Background: an optimization exercise with open tools, aiming at small area and a short achievable clock period. Do not read the settings as production practice.
Function was checked by simulation only, so behaviour that the tests miss may differ from the original.
No activity file was given, so power comes from the tool's default toggle rates.

==> flow/design.v <==
module cpu_bus_responder #(
  parameter int RAM_DEPTH   = 224,
  parameter int SYNC_STAGES = 2
) (
  input  logic       clock,
  input  logic       reset,
  input  logic [7:0] address,
  input  logic       write_enable,
  input  logic [7:0] write_data,
  output logic [7:0] read_data,
  output logic [7:0] gpio_out,
  input  logic [7:0] gpio_in,
  output logic       timer_irq
);
  localparam logic [7:0] A_GPIO_OUT   = 8'hF0;
  localparam logic [7:0] A_GPIO_IN    = 8'hF1;
  localparam logic [7:0] A_CTRL       = 8'hF2;
  localparam logic [7:0] A_STATUS     = 8'hF3;
  localparam logic [7:0] A_COUNT_LO   = 8'hF4;
  localparam logic [7:0] A_COUNT_HI   = 8'hF5;
  localparam logic [7:0] A_CAPTURE    = 8'hF6;
  localparam logic [7:0] A_COMPARE_LO = 8'hF7;
  localparam logic [7:0] A_COMPARE_HI = 8'hF8;
  logic [7:0]  ram [RAM_DEPTH];
  logic [7:0]  gpio_out_r;
  logic [7:0]  sync_q [SYNC_STAGES];
  logic        ctrl_en, ctrl_com, ctrl_ie;
  logic [3:0]  ctrl_p;
  logic        st_match, st_ovf;
  logic [15:0] count, snap, compare, prescaler;
  logic        tick, set_match, set_ovf;
  logic        wr_status;
  logic [15:0] pre_mask, count_ticked, count_next;
  logic [15:0] hi_sel, lo_sel;
  logic [RAM_DEPTH-1:0] byte_sel;
  always_comb begin
    for (int i = 0; i < 16; i++) begin
      hi_sel[i] = (address[7:4] == 4'(i));
      lo_sel[i] = (address[3:0] == 4'(i));
    end
    for (int i = 0; i < RAM_DEPTH; i++) byte_sel[i] = hi_sel[i / 16] & lo_sel[i % 16];
  end
  assign wr_status = write_enable && (address == A_STATUS);
  always_comb begin
    pre_mask     = ~(16'hFFFF << ctrl_p);
    tick         = ctrl_en && ((prescaler & pre_mask) == pre_mask);
    set_match    = tick && (count == compare);
    set_ovf      = tick && !set_match && (count == 16'hFFFF);
    count_ticked = count + 16'd1;
    if (set_match && ctrl_com) count_ticked = 16'h0000;
    count_next = tick ? count_ticked : count;
    if (write_enable && address == A_COUNT_LO)      count_next = {count[15:8], write_data};
    else if (write_enable && address == A_COUNT_HI) count_next = {write_data, count[7:0]};
  end
  for (genvar i = 0; i < RAM_DEPTH; i++) begin : g_ram
    always_ff @(posedge clock) begin
      if (write_enable && byte_sel[i]) ram[i] <= write_data;
    end
  end
  always_ff @(posedge clock or posedge reset) begin
    if (reset) begin
      for (int i = 0; i < SYNC_STAGES; i++) sync_q[i] <= 8'h00;
    end else begin
      sync_q[0] <= gpio_in;
      for (int i = 1; i < SYNC_STAGES; i++) sync_q[i] <= sync_q[i-1];
    end
  end
  always_ff @(posedge clock or posedge reset) begin
    if (reset) begin
      gpio_out_r <= 8'h00;
      ctrl_en    <= 1'b0;
      ctrl_com   <= 1'b0;
      ctrl_ie    <= 1'b0;
      ctrl_p     <= 4'h0;
      st_match   <= 1'b0;
      st_ovf     <= 1'b0;
      count      <= 16'h0000;
      snap       <= 16'h0000;
      compare    <= 16'h0000;
      prescaler  <= 16'h0000;
    end else begin
      prescaler <= ctrl_en ? prescaler + 16'd1 : 16'h0000;
      count     <= count_next;
      st_match  <= set_match | (st_match & ~(wr_status & write_data[0]));
      st_ovf    <= set_ovf   | (st_ovf   & ~(wr_status & write_data[1]));
      if (write_enable) begin
        case (address)
          A_GPIO_OUT:   gpio_out_r <= write_data;
          A_CTRL: begin
            ctrl_en  <= write_data[0];
            ctrl_com <= write_data[1];
            ctrl_ie  <= write_data[2];
            ctrl_p   <= write_data[7:4];
          end
          A_CAPTURE:    snap <= count;
          A_COMPARE_LO: compare[7:0]  <= write_data;
          A_COMPARE_HI: compare[15:8] <= write_data;
          default: ;
        endcase
      end
    end
  end
  localparam int NS  = RAM_DEPTH + 8;    
    logic [NS-1:0] rd_sel;
  logic [7:0]    rd_src [NS];
  always_comb begin
    for (int i = 0; i < RAM_DEPTH; i++) begin
      rd_sel[i] = byte_sel[i];
      rd_src[i] = ram[i];
    end
    rd_sel[RAM_DEPTH+0] = hi_sel[15] & lo_sel[0]; rd_src[RAM_DEPTH+0] = gpio_out_r;
    rd_sel[RAM_DEPTH+1] = hi_sel[15] & lo_sel[1]; rd_src[RAM_DEPTH+1] = sync_q[SYNC_STAGES-1];
    rd_sel[RAM_DEPTH+2] = hi_sel[15] & lo_sel[2]; rd_src[RAM_DEPTH+2] = {ctrl_p, 1'b0, ctrl_ie, ctrl_com, ctrl_en};
    rd_sel[RAM_DEPTH+3] = hi_sel[15] & lo_sel[3]; rd_src[RAM_DEPTH+3] = {6'd0, st_ovf, st_match};
    rd_sel[RAM_DEPTH+4] = hi_sel[15] & lo_sel[4]; rd_src[RAM_DEPTH+4] = snap[7:0];
    rd_sel[RAM_DEPTH+5] = hi_sel[15] & lo_sel[5]; rd_src[RAM_DEPTH+5] = snap[15:8];
    rd_sel[RAM_DEPTH+6] = hi_sel[15] & lo_sel[7]; rd_src[RAM_DEPTH+6] = compare[7:0];
    rd_sel[RAM_DEPTH+7] = hi_sel[15] & lo_sel[8]; rd_src[RAM_DEPTH+7] = compare[15:8];
  end
  for (genvar b = 0; b < 8; b++) begin : g_rd
    logic [77:0] l0;
    bus_ao3 u0_0 (.a0(rd_sel[0]), .b0(rd_src[0][b]), .a1(rd_sel[1]), .b1(rd_src[1][b]), .a2(rd_sel[2]), .b2(rd_src[2][b]), .y(l0[0]));
    bus_ao3 u0_1 (.a0(rd_sel[3]), .b0(rd_src[3][b]), .a1(rd_sel[4]), .b1(rd_src[4][b]), .a2(rd_sel[5]), .b2(rd_src[5][b]), .y(l0[1]));
    bus_ao3 u0_2 (.a0(rd_sel[6]), .b0(rd_src[6][b]), .a1(rd_sel[7]), .b1(rd_src[7][b]), .a2(rd_sel[8]), .b2(rd_src[8][b]), .y(l0[2]));
    bus_ao3 u0_3 (.a0(rd_sel[9]), .b0(rd_src[9][b]), .a1(rd_sel[10]), .b1(rd_src[10][b]), .a2(rd_sel[11]), .b2(rd_src[11][b]), .y(l0[3]));
    bus_ao3 u0_4 (.a0(rd_sel[12]), .b0(rd_src[12][b]), .a1(rd_sel[13]), .b1(rd_src[13][b]), .a2(rd_sel[14]), .b2(rd_src[14][b]), .y(l0[4]));
    bus_ao3 u0_5 (.a0(rd_sel[15]), .b0(rd_src[15][b]), .a1(rd_sel[16]), .b1(rd_src[16][b]), .a2(rd_sel[17]), .b2(rd_src[17][b]), .y(l0[5]));
    bus_ao3 u0_6 (.a0(rd_sel[18]), .b0(rd_src[18][b]), .a1(rd_sel[19]), .b1(rd_src[19][b]), .a2(rd_sel[20]), .b2(rd_src[20][b]), .y(l0[6]));
    bus_ao3 u0_7 (.a0(rd_sel[21]), .b0(rd_src[21][b]), .a1(rd_sel[22]), .b1(rd_src[22][b]), .a2(rd_sel[23]), .b2(rd_src[23][b]), .y(l0[7]));
    bus_ao3 u0_8 (.a0(rd_sel[24]), .b0(rd_src[24][b]), .a1(rd_sel[25]), .b1(rd_src[25][b]), .a2(rd_sel[26]), .b2(rd_src[26][b]), .y(l0[8]));
    bus_ao3 u0_9 (.a0(rd_sel[27]), .b0(rd_src[27][b]), .a1(rd_sel[28]), .b1(rd_src[28][b]), .a2(rd_sel[29]), .b2(rd_src[29][b]), .y(l0[9]));
    bus_ao3 u0_10 (.a0(rd_sel[30]), .b0(rd_src[30][b]), .a1(rd_sel[31]), .b1(rd_src[31][b]), .a2(rd_sel[32]), .b2(rd_src[32][b]), .y(l0[10]));
    bus_ao3 u0_11 (.a0(rd_sel[33]), .b0(rd_src[33][b]), .a1(rd_sel[34]), .b1(rd_src[34][b]), .a2(rd_sel[35]), .b2(rd_src[35][b]), .y(l0[11]));
    bus_ao3 u0_12 (.a0(rd_sel[36]), .b0(rd_src[36][b]), .a1(rd_sel[37]), .b1(rd_src[37][b]), .a2(rd_sel[38]), .b2(rd_src[38][b]), .y(l0[12]));
    bus_ao3 u0_13 (.a0(rd_sel[39]), .b0(rd_src[39][b]), .a1(rd_sel[40]), .b1(rd_src[40][b]), .a2(rd_sel[41]), .b2(rd_src[41][b]), .y(l0[13]));
    bus_ao3 u0_14 (.a0(rd_sel[42]), .b0(rd_src[42][b]), .a1(rd_sel[43]), .b1(rd_src[43][b]), .a2(rd_sel[44]), .b2(rd_src[44][b]), .y(l0[14]));
    bus_ao3 u0_15 (.a0(rd_sel[45]), .b0(rd_src[45][b]), .a1(rd_sel[46]), .b1(rd_src[46][b]), .a2(rd_sel[47]), .b2(rd_src[47][b]), .y(l0[15]));
    bus_ao3 u0_16 (.a0(rd_sel[48]), .b0(rd_src[48][b]), .a1(rd_sel[49]), .b1(rd_src[49][b]), .a2(rd_sel[50]), .b2(rd_src[50][b]), .y(l0[16]));
    bus_ao3 u0_17 (.a0(rd_sel[51]), .b0(rd_src[51][b]), .a1(rd_sel[52]), .b1(rd_src[52][b]), .a2(rd_sel[53]), .b2(rd_src[53][b]), .y(l0[17]));
    bus_ao3 u0_18 (.a0(rd_sel[54]), .b0(rd_src[54][b]), .a1(rd_sel[55]), .b1(rd_src[55][b]), .a2(rd_sel[56]), .b2(rd_src[56][b]), .y(l0[18]));
    bus_ao3 u0_19 (.a0(rd_sel[57]), .b0(rd_src[57][b]), .a1(rd_sel[58]), .b1(rd_src[58][b]), .a2(rd_sel[59]), .b2(rd_src[59][b]), .y(l0[19]));
    bus_ao3 u0_20 (.a0(rd_sel[60]), .b0(rd_src[60][b]), .a1(rd_sel[61]), .b1(rd_src[61][b]), .a2(rd_sel[62]), .b2(rd_src[62][b]), .y(l0[20]));
    bus_ao3 u0_21 (.a0(rd_sel[63]), .b0(rd_src[63][b]), .a1(rd_sel[64]), .b1(rd_src[64][b]), .a2(rd_sel[65]), .b2(rd_src[65][b]), .y(l0[21]));
    bus_ao3 u0_22 (.a0(rd_sel[66]), .b0(rd_src[66][b]), .a1(rd_sel[67]), .b1(rd_src[67][b]), .a2(rd_sel[68]), .b2(rd_src[68][b]), .y(l0[22]));
    bus_ao3 u0_23 (.a0(rd_sel[69]), .b0(rd_src[69][b]), .a1(rd_sel[70]), .b1(rd_src[70][b]), .a2(rd_sel[71]), .b2(rd_src[71][b]), .y(l0[23]));
    bus_ao3 u0_24 (.a0(rd_sel[72]), .b0(rd_src[72][b]), .a1(rd_sel[73]), .b1(rd_src[73][b]), .a2(rd_sel[74]), .b2(rd_src[74][b]), .y(l0[24]));
    bus_ao3 u0_25 (.a0(rd_sel[75]), .b0(rd_src[75][b]), .a1(rd_sel[76]), .b1(rd_src[76][b]), .a2(rd_sel[77]), .b2(rd_src[77][b]), .y(l0[25]));
    bus_ao3 u0_26 (.a0(rd_sel[78]), .b0(rd_src[78][b]), .a1(rd_sel[79]), .b1(rd_src[79][b]), .a2(rd_sel[80]), .b2(rd_src[80][b]), .y(l0[26]));
    bus_ao3 u0_27 (.a0(rd_sel[81]), .b0(rd_src[81][b]), .a1(rd_sel[82]), .b1(rd_src[82][b]), .a2(rd_sel[83]), .b2(rd_src[83][b]), .y(l0[27]));
    bus_ao3 u0_28 (.a0(rd_sel[84]), .b0(rd_src[84][b]), .a1(rd_sel[85]), .b1(rd_src[85][b]), .a2(rd_sel[86]), .b2(rd_src[86][b]), .y(l0[28]));
    bus_ao3 u0_29 (.a0(rd_sel[87]), .b0(rd_src[87][b]), .a1(rd_sel[88]), .b1(rd_src[88][b]), .a2(rd_sel[89]), .b2(rd_src[89][b]), .y(l0[29]));
    bus_ao3 u0_30 (.a0(rd_sel[90]), .b0(rd_src[90][b]), .a1(rd_sel[91]), .b1(rd_src[91][b]), .a2(rd_sel[92]), .b2(rd_src[92][b]), .y(l0[30]));
    bus_ao3 u0_31 (.a0(rd_sel[93]), .b0(rd_src[93][b]), .a1(rd_sel[94]), .b1(rd_src[94][b]), .a2(rd_sel[95]), .b2(rd_src[95][b]), .y(l0[31]));
    bus_ao3 u0_32 (.a0(rd_sel[96]), .b0(rd_src[96][b]), .a1(rd_sel[97]), .b1(rd_src[97][b]), .a2(rd_sel[98]), .b2(rd_src[98][b]), .y(l0[32]));
    bus_ao3 u0_33 (.a0(rd_sel[99]), .b0(rd_src[99][b]), .a1(rd_sel[100]), .b1(rd_src[100][b]), .a2(rd_sel[101]), .b2(rd_src[101][b]), .y(l0[33]));
    bus_ao3 u0_34 (.a0(rd_sel[102]), .b0(rd_src[102][b]), .a1(rd_sel[103]), .b1(rd_src[103][b]), .a2(rd_sel[104]), .b2(rd_src[104][b]), .y(l0[34]));
    bus_ao3 u0_35 (.a0(rd_sel[105]), .b0(rd_src[105][b]), .a1(rd_sel[106]), .b1(rd_src[106][b]), .a2(rd_sel[107]), .b2(rd_src[107][b]), .y(l0[35]));
    bus_ao3 u0_36 (.a0(rd_sel[108]), .b0(rd_src[108][b]), .a1(rd_sel[109]), .b1(rd_src[109][b]), .a2(rd_sel[110]), .b2(rd_src[110][b]), .y(l0[36]));
    bus_ao3 u0_37 (.a0(rd_sel[111]), .b0(rd_src[111][b]), .a1(rd_sel[112]), .b1(rd_src[112][b]), .a2(rd_sel[113]), .b2(rd_src[113][b]), .y(l0[37]));
    bus_ao3 u0_38 (.a0(rd_sel[114]), .b0(rd_src[114][b]), .a1(rd_sel[115]), .b1(rd_src[115][b]), .a2(rd_sel[116]), .b2(rd_src[116][b]), .y(l0[38]));
    bus_ao3 u0_39 (.a0(rd_sel[117]), .b0(rd_src[117][b]), .a1(rd_sel[118]), .b1(rd_src[118][b]), .a2(rd_sel[119]), .b2(rd_src[119][b]), .y(l0[39]));
    bus_ao3 u0_40 (.a0(rd_sel[120]), .b0(rd_src[120][b]), .a1(rd_sel[121]), .b1(rd_src[121][b]), .a2(rd_sel[122]), .b2(rd_src[122][b]), .y(l0[40]));
    bus_ao3 u0_41 (.a0(rd_sel[123]), .b0(rd_src[123][b]), .a1(rd_sel[124]), .b1(rd_src[124][b]), .a2(rd_sel[125]), .b2(rd_src[125][b]), .y(l0[41]));
    bus_ao3 u0_42 (.a0(rd_sel[126]), .b0(rd_src[126][b]), .a1(rd_sel[127]), .b1(rd_src[127][b]), .a2(rd_sel[128]), .b2(rd_src[128][b]), .y(l0[42]));
    bus_ao3 u0_43 (.a0(rd_sel[129]), .b0(rd_src[129][b]), .a1(rd_sel[130]), .b1(rd_src[130][b]), .a2(rd_sel[131]), .b2(rd_src[131][b]), .y(l0[43]));
    bus_ao3 u0_44 (.a0(rd_sel[132]), .b0(rd_src[132][b]), .a1(rd_sel[133]), .b1(rd_src[133][b]), .a2(rd_sel[134]), .b2(rd_src[134][b]), .y(l0[44]));
    bus_ao3 u0_45 (.a0(rd_sel[135]), .b0(rd_src[135][b]), .a1(rd_sel[136]), .b1(rd_src[136][b]), .a2(rd_sel[137]), .b2(rd_src[137][b]), .y(l0[45]));
    bus_ao3 u0_46 (.a0(rd_sel[138]), .b0(rd_src[138][b]), .a1(rd_sel[139]), .b1(rd_src[139][b]), .a2(rd_sel[140]), .b2(rd_src[140][b]), .y(l0[46]));
    bus_ao3 u0_47 (.a0(rd_sel[141]), .b0(rd_src[141][b]), .a1(rd_sel[142]), .b1(rd_src[142][b]), .a2(rd_sel[143]), .b2(rd_src[143][b]), .y(l0[47]));
    bus_ao3 u0_48 (.a0(rd_sel[144]), .b0(rd_src[144][b]), .a1(rd_sel[145]), .b1(rd_src[145][b]), .a2(rd_sel[146]), .b2(rd_src[146][b]), .y(l0[48]));
    bus_ao3 u0_49 (.a0(rd_sel[147]), .b0(rd_src[147][b]), .a1(rd_sel[148]), .b1(rd_src[148][b]), .a2(rd_sel[149]), .b2(rd_src[149][b]), .y(l0[49]));
    bus_ao3 u0_50 (.a0(rd_sel[150]), .b0(rd_src[150][b]), .a1(rd_sel[151]), .b1(rd_src[151][b]), .a2(rd_sel[152]), .b2(rd_src[152][b]), .y(l0[50]));
    bus_ao3 u0_51 (.a0(rd_sel[153]), .b0(rd_src[153][b]), .a1(rd_sel[154]), .b1(rd_src[154][b]), .a2(rd_sel[155]), .b2(rd_src[155][b]), .y(l0[51]));
    bus_ao3 u0_52 (.a0(rd_sel[156]), .b0(rd_src[156][b]), .a1(rd_sel[157]), .b1(rd_src[157][b]), .a2(rd_sel[158]), .b2(rd_src[158][b]), .y(l0[52]));
    bus_ao3 u0_53 (.a0(rd_sel[159]), .b0(rd_src[159][b]), .a1(rd_sel[160]), .b1(rd_src[160][b]), .a2(rd_sel[161]), .b2(rd_src[161][b]), .y(l0[53]));
    bus_ao3 u0_54 (.a0(rd_sel[162]), .b0(rd_src[162][b]), .a1(rd_sel[163]), .b1(rd_src[163][b]), .a2(rd_sel[164]), .b2(rd_src[164][b]), .y(l0[54]));
    bus_ao3 u0_55 (.a0(rd_sel[165]), .b0(rd_src[165][b]), .a1(rd_sel[166]), .b1(rd_src[166][b]), .a2(rd_sel[167]), .b2(rd_src[167][b]), .y(l0[55]));
    bus_ao3 u0_56 (.a0(rd_sel[168]), .b0(rd_src[168][b]), .a1(rd_sel[169]), .b1(rd_src[169][b]), .a2(rd_sel[170]), .b2(rd_src[170][b]), .y(l0[56]));
    bus_ao3 u0_57 (.a0(rd_sel[171]), .b0(rd_src[171][b]), .a1(rd_sel[172]), .b1(rd_src[172][b]), .a2(rd_sel[173]), .b2(rd_src[173][b]), .y(l0[57]));
    bus_ao3 u0_58 (.a0(rd_sel[174]), .b0(rd_src[174][b]), .a1(rd_sel[175]), .b1(rd_src[175][b]), .a2(rd_sel[176]), .b2(rd_src[176][b]), .y(l0[58]));
    bus_ao3 u0_59 (.a0(rd_sel[177]), .b0(rd_src[177][b]), .a1(rd_sel[178]), .b1(rd_src[178][b]), .a2(rd_sel[179]), .b2(rd_src[179][b]), .y(l0[59]));
    bus_ao3 u0_60 (.a0(rd_sel[180]), .b0(rd_src[180][b]), .a1(rd_sel[181]), .b1(rd_src[181][b]), .a2(rd_sel[182]), .b2(rd_src[182][b]), .y(l0[60]));
    bus_ao3 u0_61 (.a0(rd_sel[183]), .b0(rd_src[183][b]), .a1(rd_sel[184]), .b1(rd_src[184][b]), .a2(rd_sel[185]), .b2(rd_src[185][b]), .y(l0[61]));
    bus_ao3 u0_62 (.a0(rd_sel[186]), .b0(rd_src[186][b]), .a1(rd_sel[187]), .b1(rd_src[187][b]), .a2(rd_sel[188]), .b2(rd_src[188][b]), .y(l0[62]));
    bus_ao3 u0_63 (.a0(rd_sel[189]), .b0(rd_src[189][b]), .a1(rd_sel[190]), .b1(rd_src[190][b]), .a2(rd_sel[191]), .b2(rd_src[191][b]), .y(l0[63]));
    bus_ao3 u0_64 (.a0(rd_sel[192]), .b0(rd_src[192][b]), .a1(rd_sel[193]), .b1(rd_src[193][b]), .a2(rd_sel[194]), .b2(rd_src[194][b]), .y(l0[64]));
    bus_ao3 u0_65 (.a0(rd_sel[195]), .b0(rd_src[195][b]), .a1(rd_sel[196]), .b1(rd_src[196][b]), .a2(rd_sel[197]), .b2(rd_src[197][b]), .y(l0[65]));
    bus_ao3 u0_66 (.a0(rd_sel[198]), .b0(rd_src[198][b]), .a1(rd_sel[199]), .b1(rd_src[199][b]), .a2(rd_sel[200]), .b2(rd_src[200][b]), .y(l0[66]));
    bus_ao3 u0_67 (.a0(rd_sel[201]), .b0(rd_src[201][b]), .a1(rd_sel[202]), .b1(rd_src[202][b]), .a2(rd_sel[203]), .b2(rd_src[203][b]), .y(l0[67]));
    bus_ao3 u0_68 (.a0(rd_sel[204]), .b0(rd_src[204][b]), .a1(rd_sel[205]), .b1(rd_src[205][b]), .a2(rd_sel[206]), .b2(rd_src[206][b]), .y(l0[68]));
    bus_ao3 u0_69 (.a0(rd_sel[207]), .b0(rd_src[207][b]), .a1(rd_sel[208]), .b1(rd_src[208][b]), .a2(rd_sel[209]), .b2(rd_src[209][b]), .y(l0[69]));
    bus_ao3 u0_70 (.a0(rd_sel[210]), .b0(rd_src[210][b]), .a1(rd_sel[211]), .b1(rd_src[211][b]), .a2(rd_sel[212]), .b2(rd_src[212][b]), .y(l0[70]));
    bus_ao3 u0_71 (.a0(rd_sel[213]), .b0(rd_src[213][b]), .a1(rd_sel[214]), .b1(rd_src[214][b]), .a2(rd_sel[215]), .b2(rd_src[215][b]), .y(l0[71]));
    bus_ao3 u0_72 (.a0(rd_sel[216]), .b0(rd_src[216][b]), .a1(rd_sel[217]), .b1(rd_src[217][b]), .a2(rd_sel[218]), .b2(rd_src[218][b]), .y(l0[72]));
    bus_ao3 u0_73 (.a0(rd_sel[219]), .b0(rd_src[219][b]), .a1(rd_sel[220]), .b1(rd_src[220][b]), .a2(rd_sel[221]), .b2(rd_src[221][b]), .y(l0[73]));
    bus_ao3 u0_74 (.a0(rd_sel[222]), .b0(rd_src[222][b]), .a1(rd_sel[223]), .b1(rd_src[223][b]), .a2(rd_sel[224]), .b2(rd_src[224][b]), .y(l0[74]));
    bus_ao3 u0_75 (.a0(rd_sel[225]), .b0(rd_src[225][b]), .a1(rd_sel[226]), .b1(rd_src[226][b]), .a2(rd_sel[227]), .b2(rd_src[227][b]), .y(l0[75]));
    bus_ao2 u0_76 (.a0(rd_sel[228]), .b0(rd_src[228][b]), .a1(rd_sel[229]), .b1(rd_src[229][b]), .y(l0[76]));
    bus_ao2 u0_77 (.a0(rd_sel[230]), .b0(rd_src[230][b]), .a1(rd_sel[231]), .b1(rd_src[231][b]), .y(l0[77]));
    logic [19:0] l1;
    bus_nand #(.N(4)) u1_0 (.a(l0[3:0]), .y(l1[0]));
    bus_nand #(.N(4)) u1_1 (.a(l0[7:4]), .y(l1[1]));
    bus_nand #(.N(4)) u1_2 (.a(l0[11:8]), .y(l1[2]));
    bus_nand #(.N(4)) u1_3 (.a(l0[15:12]), .y(l1[3]));
    bus_nand #(.N(4)) u1_4 (.a(l0[19:16]), .y(l1[4]));
    bus_nand #(.N(4)) u1_5 (.a(l0[23:20]), .y(l1[5]));
    bus_nand #(.N(4)) u1_6 (.a(l0[27:24]), .y(l1[6]));
    bus_nand #(.N(4)) u1_7 (.a(l0[31:28]), .y(l1[7]));
    bus_nand #(.N(4)) u1_8 (.a(l0[35:32]), .y(l1[8]));
    bus_nand #(.N(4)) u1_9 (.a(l0[39:36]), .y(l1[9]));
    bus_nand #(.N(4)) u1_10 (.a(l0[43:40]), .y(l1[10]));
    bus_nand #(.N(4)) u1_11 (.a(l0[47:44]), .y(l1[11]));
    bus_nand #(.N(4)) u1_12 (.a(l0[51:48]), .y(l1[12]));
    bus_nand #(.N(4)) u1_13 (.a(l0[55:52]), .y(l1[13]));
    bus_nand #(.N(4)) u1_14 (.a(l0[59:56]), .y(l1[14]));
    bus_nand #(.N(4)) u1_15 (.a(l0[63:60]), .y(l1[15]));
    bus_nand #(.N(4)) u1_16 (.a(l0[67:64]), .y(l1[16]));
    bus_nand #(.N(4)) u1_17 (.a(l0[71:68]), .y(l1[17]));
    bus_nand #(.N(3)) u1_18 (.a(l0[74:72]), .y(l1[18]));
    bus_nand #(.N(3)) u1_19 (.a(l0[77:75]), .y(l1[19]));
    logic [4:0] l2;
    bus_nor #(.N(4)) u2_0 (.a(l1[3:0]), .y(l2[0]));
    bus_nor #(.N(4)) u2_1 (.a(l1[7:4]), .y(l2[1]));
    bus_nor #(.N(4)) u2_2 (.a(l1[11:8]), .y(l2[2]));
    bus_nor #(.N(4)) u2_3 (.a(l1[15:12]), .y(l2[3]));
    bus_nor #(.N(4)) u2_4 (.a(l1[19:16]), .y(l2[4]));
    logic [0:0] l3;
    bus_nand #(.N(5)) u3_0 (.a(l2[4:0]), .y(l3[0]));
    assign read_data[b] = l3[0];
  end
  assign gpio_out  = gpio_out_r;
  assign timer_irq = ctrl_ie & (st_match | st_ovf);
endmodule
module bus_ao1 (
  input  logic a0, b0,
  output logic y
);
  assign y = ~(a0 & b0);
endmodule
module bus_ao2 (
  input  logic a0, b0, a1, b1,
  output logic y
);
  assign y = ~((a0 & b0) | (a1 & b1));
endmodule
module bus_ao3 (
  input  logic a0, b0, a1, b1, a2, b2,
  output logic y
);
  assign y = ~((a0 & b0) | (a1 & b1) | (a2 & b2));
endmodule
module bus_nand #(parameter int N = 4) (
  input  logic [N-1:0] a,
  output logic         y
);
  assign y = ~&a;
endmodule
module bus_nor #(parameter int N = 4) (
  input  logic [N-1:0] a,
  output logic         y
);
  assign y = ~|a;
endmodule
==> flow/run.sh <==
#!/bin/bash
# synth_recipe.tcl (not shown) runs the flow's synth.tcl, then flattens the netlist and writes it again
# the make line also repeats each setting of config.mk as NAME=value (left out here)
make -C /OpenROAD-flow-scripts/flow DESIGN_CONFIG=/design/flow/config.mk WORK_HOME=/design/flow/orfs CLKGATE_MAP_FILE= SYNTH_SCRIPT=/design/flow/synth_recipe.tcl finish
==> flow/config.mk <==
export PLATFORM = sky130hd
export DESIGN_NAME = cpu_bus_responder
export DESIGN_NICKNAME = cpu_bus_responder
export VERILOG_FILES = /design/flow/design.v
export SDC_FILE = /design/flow/constraint.sdc
export NUM_CORES = 4
export LEC_CHECK = 0
export CAP_MARGIN = 20
export CORE_MARGIN = 2
export CORE_UTILIZATION = 60
export CTS_CLUSTER_DIAMETER = 80
export CTS_CLUSTER_SIZE = 30
export SETUP_SLACK_MARGIN = 4
export SLEW_MARGIN = 20
export SYNTH_HIERARCHICAL = 1
==> flow/constraint.sdc <==
create_clock -name core_clock -period 10.0 [get_ports {clock}]
set_input_delay 2.0000 -clock core_clock [delete_from_list [all_inputs] [get_ports {clock}]]
set_output_delay 2.0000 -clock core_clock [all_outputs]
set_load 0.01 [all_outputs]
==> metrics.yaml, run 1 <==
floorplan:
  std_cell_rows: 123
  die_w_um: 342
  fp.dieH_um: 342
  start_util_pct: 60.7
  ios: 44
  core-area_um2: 113000
  fp.dieArea_um2: 117000
power:
  finalPower_mw: 13.0
  leakage_nw: 23.4
  peakVddDrop_mv: 0.184
  power.density_nw_per_um2: 170
logic_synthesis:
  synth_warnings: 13
  synth.avg_cell_area_um2: 18.9
  ys.flop_type: "edfxtp_1"
  synth_edf_count: 1792
  synth_cell_types: 54
  post-synth-top-area-fraction_pct: 78.6
  syn_area_um2: 68500
  ys_ff_latch: 1888
  synthTopCellsByArea: "edfxtp_1 (79%), a222oi_1 (8.9%), dfrtp_1 (3.5%)"
  synth_top_area_cell: "edfxtp_1"
  async_reset_ff_share_pct: 5.08
  ys_seq_area_share_pct: 82.1
  syn-instance-count: 3620
drt:
  drt_wl_total_mm: 185
  route.vias.total: 39800
  first_pass_iters: 13
  drc: 0
  antenna_left: 0
  drt-initial-drc-count: 8467
  wire_per_inst_um: 34.4
  vias_per_cell: 7.38
clocking:
  clock_latency_ns: 0.69
  cts_inserted_buffers: 74
  cts_tree: "built"
  htree_levels: 3
  clk_pin_slew_ns: 0.11
  cts_hold_buf: 0
  clockBufferDepth: 3
  cts-root-buf: "clkbuf_16"
  numClockSinks: 1888
setup_path:
  arrival_ns: 4.79
  r2r-start: "count[14]"
  start_kind: "primary input"
  path_max_fanout: 7
  cp-end-kind: "primary output"
  r2r_end: "count[9]"
  crit_type: "in -> out"
  reg2reg_depth: 7
  reg2reg_slack_ns: 7.23
  required_ns: 8.00
cells_and_area:
  utilization_pct: 67.6
  drive_above_1_share_pct: 15.4
  fin_nets: 3900
  n_fill_cell: 7287
  area_delta_synth_final_pct: 11.4
  most-common-layout-cells: "edfxtp_1 (1792), a222oi_1 (608), nor2_1 (376)"
  insertedDiodeCount: 0
  final_common_cell: "edfxtp_1"
placed_design:
  dpl.hpwl_mm: 113
  gp_congestion: 0.939
  io_buffers: 43
  dp_worst_setup_slack_ns: 0.689
timing:
  tns_ns: 0
  fmax_mhz: 147
  worst_slack_ns: 3.21
  tightest_slew_ns: 1.10
  setup_violations: 0
  hold_ws_ns: 0.358
  drv_slew: 0
  final_hold_viol_count: 0
  min_period_ns: 6.79
  rsz0062_at_grt: "true"
  slew_headroom_pct: 26.6
  fin_crit_sh_pct: 67.9
  fin_worst_skew_ns: 0.0206
hold_path:
  holdPathStages: 0
  min-delay-start: "sync_q[0][3]"
  hold_path_class: "reg -> reg"
  hold_end: "sync_q[1][3]"
grt:
  track_usage_pct: 31.6
  grt_pass1_vias: 37900
  overflow: 0
  grt_start_max_net_pins: 155
  grt_pass1_wl_mm: 266
  antenna_found_initial: 1
job:
  maxCapViolCount: 0
outcome:
  status: "no timing/DRC/antenna violations"
[flip-flops by register name, indices dropped and copies added, names as in the netlist]
| register | cells |
|---|---|
| gpio_out_r | 8 |
| ram | 1792 |
| count | 16 |
| ctrl_p | 4 |
| sync_q | 16 |
| ctrl_com | 1 |
| snap | 16 |
| ctrl_ie | 1 |
| compare | 16 |
| prescaler | 15 |
| st_ovf | 1 |
| st_match | 1 |
| ctrl_en | 1 |
[critical path, cell delays in order]
cell and delay [ns]:
buf_12 0.12, nor2b_4 0.18, nand2_4 0.10, buf_12 0.19, nor2_4 0.08, a222oi_1 0.53, nand4_1 0.43, nor4_4 0.55
and3_4 0.34, nand3_4 0.10, buf_6 0.15
[how the worst max path moves through the flow]
stage / start / to / slack (ns) / cells past startpoint
floorplan: address[2] / read_data[0] / 4.00 / 13
global placement: address[5] / read_data[6] / 0.79 / 10
detailed placement: address[5] / read_data[6] / 0.69 / 10
CTS: address[1] / read_data[6] / 3.25 / 12
global route: address[2] / read_data[6] / 3.15 / 11
finish: address[2] / read_data[7] / 3.21 / 11
[per-stage QoR]
stage          std cells  cell area (um2)
2_1_floorplan       3626            68700
3_3_place_gp        5120            70900
3_5_place_dp        5120            70900
4_1_cts             5343            75600
5_1_grt             5390            76300
6_report            5390            76300
[per-layer routing]
metal  track usage (%)  vias up  part of all wire (%)
met5                 0        -                     0
met2              49.6     2600                    47
met4              9.36        0                   3.0
met3              6.09      309                    11
li1                  -    16300                     -
met1              45.7    20500                    39
[kinds of logic (layout without fill, tap and decap cells)]
family,count (synthesis),after routing,share of synthesized area (%)
DFF,1888,1888,82.1
and+or+nand+nor,852,854,6.13
AOI/OAI and AO/OA,698,698,10.0
buffers and inverters,112,374,0.702
muxes,41,41,0.674
xor gates and xnor gates,26,26,0.333
adders and majority gates,2,2,0.0365
other,1,7,0.00548
[cells in the mapped netlist, types with 2 or more instances]
cell	number
buf_4	8
nand3_1	68
a21boi_0	3
nor4_2	40
a211oi_1	2
a41oi_2	2
xor2_1	3
dfrtp_1	96
buf_8	2
o21ai_1	7
a222oi_1	608
o21ai_0	17
nor2b_1	10
ha_1	2
clkbuf_1	79
a22oi_2	16
and2_1	15
buf_1	3
a21oi_1	7
nand2b_1	4
nand2_1	52
or3_1	4
inv_1	14
and3_1	15
or2_2	2
a31oi_1	5
o211ai_1	4
o21ai_2	3
a31o_4	2
xnor2_1	23
mux2_2	41
nor2_1	472
o31ai_1	4
nand4_1	159
edfxtp_1	1792
a22o_1	8
buf_2	6
nor3_1	6
[report_power, final]
group | total (mW) | switching (mW) | internal (mW)
clock | 3.72 | 2.26 | 1.46
sequential | 8.71 | 0.0306 | 8.68
combinational | 0.525 | 0.369 | 0.156
total | 13.0 | 2.66 | 10.3
[per-module statistics from Yosys, one instance, submodules excluded, a selection]
module / cells / copies in the design / cell area, um2
cpu_bus_responder: 2780 / 1 / 60600
bus_ao2: 1 / 16 / 12.5
bus_ao3: 1 / 608 / 10.0
[what timing repair did]
action | in CTS | in global routing
gates resized for setup | 390 | 75
setup endpoints to repair | 8 | 8
setup buffers | 125 | 46
cloned | 3 | 0
pin swaps | 200 | 102
[cell type report]
| cell class | count | area, um2 | area share, % |
|---|---|---|---|
| Clock buffer | 84 | 2000 | 2.62 |
| Clock inverter | 11 | 109 | 0.143 |
| Inverter | 14 | 53.8 | 0.0705 |
| Multi-Input combinational cell | 1628 | 13000 | 17.1 |
| Sequential cell | 1888 | 56200 | 73.7 |
| Tap cell | 1500 | 1880 | 2.46 |
| Timing Repair Buffer | 265 | 3010 | 3.95 |
==> inputs of run 2 (changes only) <==
--- a/flow/config.mk
+++ b/flow/config.mk
@@ -8,8 +8,8 @@
 export CAP_MARGIN = 20
 export CORE_MARGIN = 2
 export CORE_UTILIZATION = 60
-export CTS_CLUSTER_DIAMETER = 80
-export CTS_CLUSTER_SIZE = 30
+export CTS_CLUSTER_DIAMETER = 90
+export CTS_CLUSTER_SIZE = 25
 export SETUP_SLACK_MARGIN = 4
 export SLEW_MARGIN = 20
 export SYNTH_HIERARCHICAL = 1
==> metrics.yaml, run 2 <==
logic_synthesis:
  synth-simple-area-share_pct: 6.13  # unchanged
  ys.flop_type: "edfxtp_1"
  synthAdderAreaFrac_pct: 0.0366  # unchanged
  synth_xor_xnor_area_share_pct: 0.333  # unchanged
  synth_compound_area_share_pct: 10.0  # unchanged
  synth_mux_area_share_pct: 0.674  # unchanged
  synthTopCellsByArea: "edfxtp_1 (79%), a222oi_1 (8.9%), dfrtp_1 (3.5%)"
  synth_cell_types: 54  # unchanged
  synth_edf_count: 1792  # unchanged
  syn_area_um2: 68500  # unchanged
  ys_ff_latch: 1888  # unchanged
  syn-instance-count: 3620  # unchanged
  synthTopCellsByCount: "edfxtp_1 (1792), a222oi_1 (608), nor2_1 (472)"
  synth_top_area_cell: "edfxtp_1"
  synth_top_family_by_area: "compound AO/OA/AOI/OAI gates"
  post-synth-top-area-fraction_pct: 78.6  # unchanged
  synth.avg_cell_area_um2: 18.9  # unchanged
  ys_seq_area_share_pct: 82.1  # unchanged
  yosysMostFrequentCell: "edfxtp_1"
  synth_warnings: 13  # unchanged
  async_reset_ff_share_pct: 5.08  # unchanged
timing:
  slew_headroom_pct: 26.9  # +0.24 points
  tns_ns: 0  # unchanged
  fin_worst_skew_ns: 0.0182  # -0.00240 ns
  rsz0062_at_grt: "true"
  min_period_ns: 6.87  # +0.0774 ns
  fmax_mhz: 146  # -1.1%
  final_hold_viol_count: 0  # unchanged
  hold_ws_ns: 0.365  # +0.00737 ns
  fin_crit_sh_pct: 68.7  # +0.77 points
  drv_slew: 0  # unchanged
  setup_violations: 0  # unchanged
  tightest_slew_ns: 1.10  # -0.00359 ns
cells_and_area:
  final_common_cell: "edfxtp_1"
  most-common-layout-cells: "edfxtp_1 (1792), a222oi_1 (608), nor2_1 (394)"
  regMostFlops: "ram"
  instances_no_fill: 5351  # -0.72%
  largest_reg_flops: 1792  # unchanged
  fin_nets: 3864  # -0.92%
  n_fill_cell: 7349  # +0.85%
  multi_input_area_um2: 12900  # -1.2%
  regArea_um2: 56200  # unchanged
  drive_above_1_share_pct: 13.8  # -1.5 points
  insertedDiodeCount: 0  # unchanged
  area_delta_synth_final_pct: 10.7
floorplan:
  die_w_um: 342  # unchanged
  fp.dieH_um: 342  # unchanged
  ios: 44  # unchanged
  std_cell_rows: 123  # unchanged
  start_util_pct: 60.7  # unchanged
  fp.dieArea_um2: 117000  # unchanged
  core-area_um2: 113000  # unchanged
grt:
  track_usage_pct: 31.4  # -0.16 points
  grt_start_max_net_pins: 155  # unchanged
  antenna_found_initial: 0  # -1
  grt_pass1_wl_mm: 265  # -0.49%
  overflow: 0  # unchanged
  grt_pass1_vias: 37700  # -0.34%
drt:
  antenna_left: 0  # unchanged
  vias_per_cell: 7.37  # -0.15%
  wire_per_inst_um: 34.3  # -0.22%
  drc: 0  # unchanged
  route.vias.total: 39400  # -0.87%
  drt_wl_total_mm: 184  # -0.94%
  drt-initial-drc-count: 8055  # -4.9%
  first_pass_iters: 11  # -2
setup_path:
  reg2reg_depth: 7  # unchanged
  start_kind: "primary input"
  arrival_ns: 4.87  # +0.08 ns
  crit_type: "in -> out"
  cp-end-kind: "primary output"
  required_ns: 8.00  # about the same
  path_max_fanout: 8  # +1
clocking:
  clockBufferDepth: 3  # unchanged
  htree_levels: 3  # unchanged
  cts_tree: "built"
  clk_pin_slew_ns: 0.09  # -0.02 ns
  cts_inserted_buffers: 85  # +15%
  clock_latency_ns: 0.70  # about the same
  cts-root-buf: "clkbuf_16"
  numClockSinks: 1888  # unchanged
power:
  power.share.sequential_pct: 66.7  # -0.5 points
  power.density_nw_per_um2: 172  # +1.4%
  pwr-share-clk_pct: 29.4  # +0.7 points
  comb_power_share_pct: 3.9  # -0.2 points
  p_switching_mw: 2.65  # -0.26%
  leakage_nw: 23.2  # -0.89%
  peakVddDrop_mv: 0.155  # -16%
  p_sw_share_pct: 20.3  # -0.21 points
  p_int_mw: 10.4  # +1.0%
placed_design:
  io_buffers: 43  # unchanged
  dp_cells: 5120  # unchanged
  gp_congestion: 0.939  # unchanged
  dpl.hpwl_mm: 113  # unchanged
hold_path:
  holdPathStages: 0  # unchanged
  hold_path_class: "reg -> reg"
outcome:
  status: "no timing/DRC/antenna violations"
job:
  maxCapViolCount: 0  # unchanged
-- run 2: cell types whose count changed in the layout (fill, tap and decap cells not counted), sizes merged, moves of 2 or more --
cell | before | now
inv | 16 | 14
buf | 238 | 191
clkinv | 5 | 2
clkinvlp | 3 | 1
clkbuf | 92 | 108
-- run 2: final cells by class --
class | count | area share, %
inverter | 14 | 0.0710
clock inverter | 3 | 0.0330
sequential | 1888 | 74.2
tap | 1500 | 2.48
multi-input combinational | 1628 | 17.0
timing repair buffer | 218 | 3.36
clock buffer | 100 | 2.94
-- run 2: Yosys stat by module (local to each module, per instance), excerpt --
module / flops+latches / cells inside / cell area (um2) / copies in the design
bus_ao2: 0 / 1 / 12.5 / 16
bus_ao3: 0 / 1 / 10.0 / 608
cpu_bus_responder: 1888 / 2780 / 60600 / 1
-- run 2: worst paths after layout --
path / startpoint / end / slack [ns]
worst min-delay path: sync_q[0][1] / sync_q[1][1] / 0.37
max in group asynchronous: reset / count[15] / 7.46
min in group asynchronous: reset / prescaler[8] / 1.55
worst max register to register: count[13] / count[9] / 7.24
worst min register to register: sync_q[0][1] / sync_q[1][1] / 0.37
worst max-delay path: address[1] / read_data[6] / 3.13
-- run 2: worst max-delay path, cell delays in order --
cell and delay, ns:
buf_12 0.12, nor2b_4 0.16, nand2_4 0.19, buf_12 0.17, buf_12 0.13, buf_16 0.15, nor2_2 0.10, a222oi_1 0.35
nand4_1 0.34, nor4_4 0.52, and3_4 0.35, nand3_4 0.10, buf_6 0.15
-- run 2: metrics by stage --
| step | worst slack, ns | area [um2] | utilization, % | total power [mW] |
|---|---|---|---|---|
| after floorplan | 4.00 | 68700 | - | 9.02 |
| after global placement | 0.788 | 70900 | 62.8 | 9.29 |
| after detailed placement | 0.689 | 70900 | 62.8 | 9.30 |
| final | 3.13 | 75800 | 67.2 | 13.1 |
| after global routing | 3.13 | 75800 | 67.2 | 13.4 |
| after CTS | 3.25 | 75500 | 66.9 | 13.1 |
-- run 2: routing by layer --
layer,GRT usage (%),wire [um],vias up
li1,-,-,16300
met1,46.3,71200,20300
met2,49.4,86900,2513
met3,5.33,19500,307
met4,8.39,5860,0
met5,0,0,-
-- run 2: power groups by stage --
stage | registers (mW) | clock network [mW] | logic (mW)
6_report | 8.71 | 3.84 | 0.506
5_1_grt | 8.71 | 4.15 | 0.529
4_1_cts | 8.71 | 3.89 | 0.496
3_5_place_dp | 8.89 | 0 | 0.417
3_3_place_gp | 8.88 | 0 | 0.408
2_1_floorplan | 8.87 | 0 | 0.150
-- run 2: cells by family (layout without fill, tap and decap cells) --
group / after synthesis / after routing
flops: 1888 / 1888
simple gates: 852 / 854
compound gates: 698 / 698
buf+inv: 112 / 335
mux: 41 / 41
xor+xnor: 26 / 26
fa+ha+maj: 2 / 2
other cells: 1 / 7
-- run 2: repair_timing --
item	in CTS	in global routing
cloned	0	2
endpoints found under the setup margin	8	8
resized for setup	356	35
pin swaps	162	73
hold buffers	0	0
setup buffers	114	11

-- port drivers added, routing unchanged --
No port has a modelled driver above. Below, the same layouts with a new extraction and two added sets of constraints.
Step 1 sets driving cells, clkbuf_16 on the clock port and buf_2 on the other inputs (assumed; they add their load-dependent delay and slew).
Step 2 moves the port delays by t, midway between the first and last clock arrival at a register: inputs arrive t later, outputs are due t later. That takes back most of the time a late clock gives input paths.
Three values: ideal, step 1, step 2; two values: the first two.
| run | shift t [ns] | slack for setup (ns) | worst hold slack (ns) | slew at the worst register clock pin (ns) | worst slew at a driven data input, ns |
|---|---|---|---|---|---|
| run 1 | 0.768 | 3.208 / 3.111 / 3.111 | 0.358 / 0.358 / 0.358 | 0.12 / 0.12 | 0.19 |
| run 2 | 0.772 | 3.130 / 3.016 / 3.016 | 0.365 / 0.365 / 0.365 | 0.11 / 0.11 | 0.18 |
After both steps every run listed still meets setup and hold. The setup slack of run 2, which loses most, moves by -0.114 ns with the drivers and by -0.114 ns with both steps.
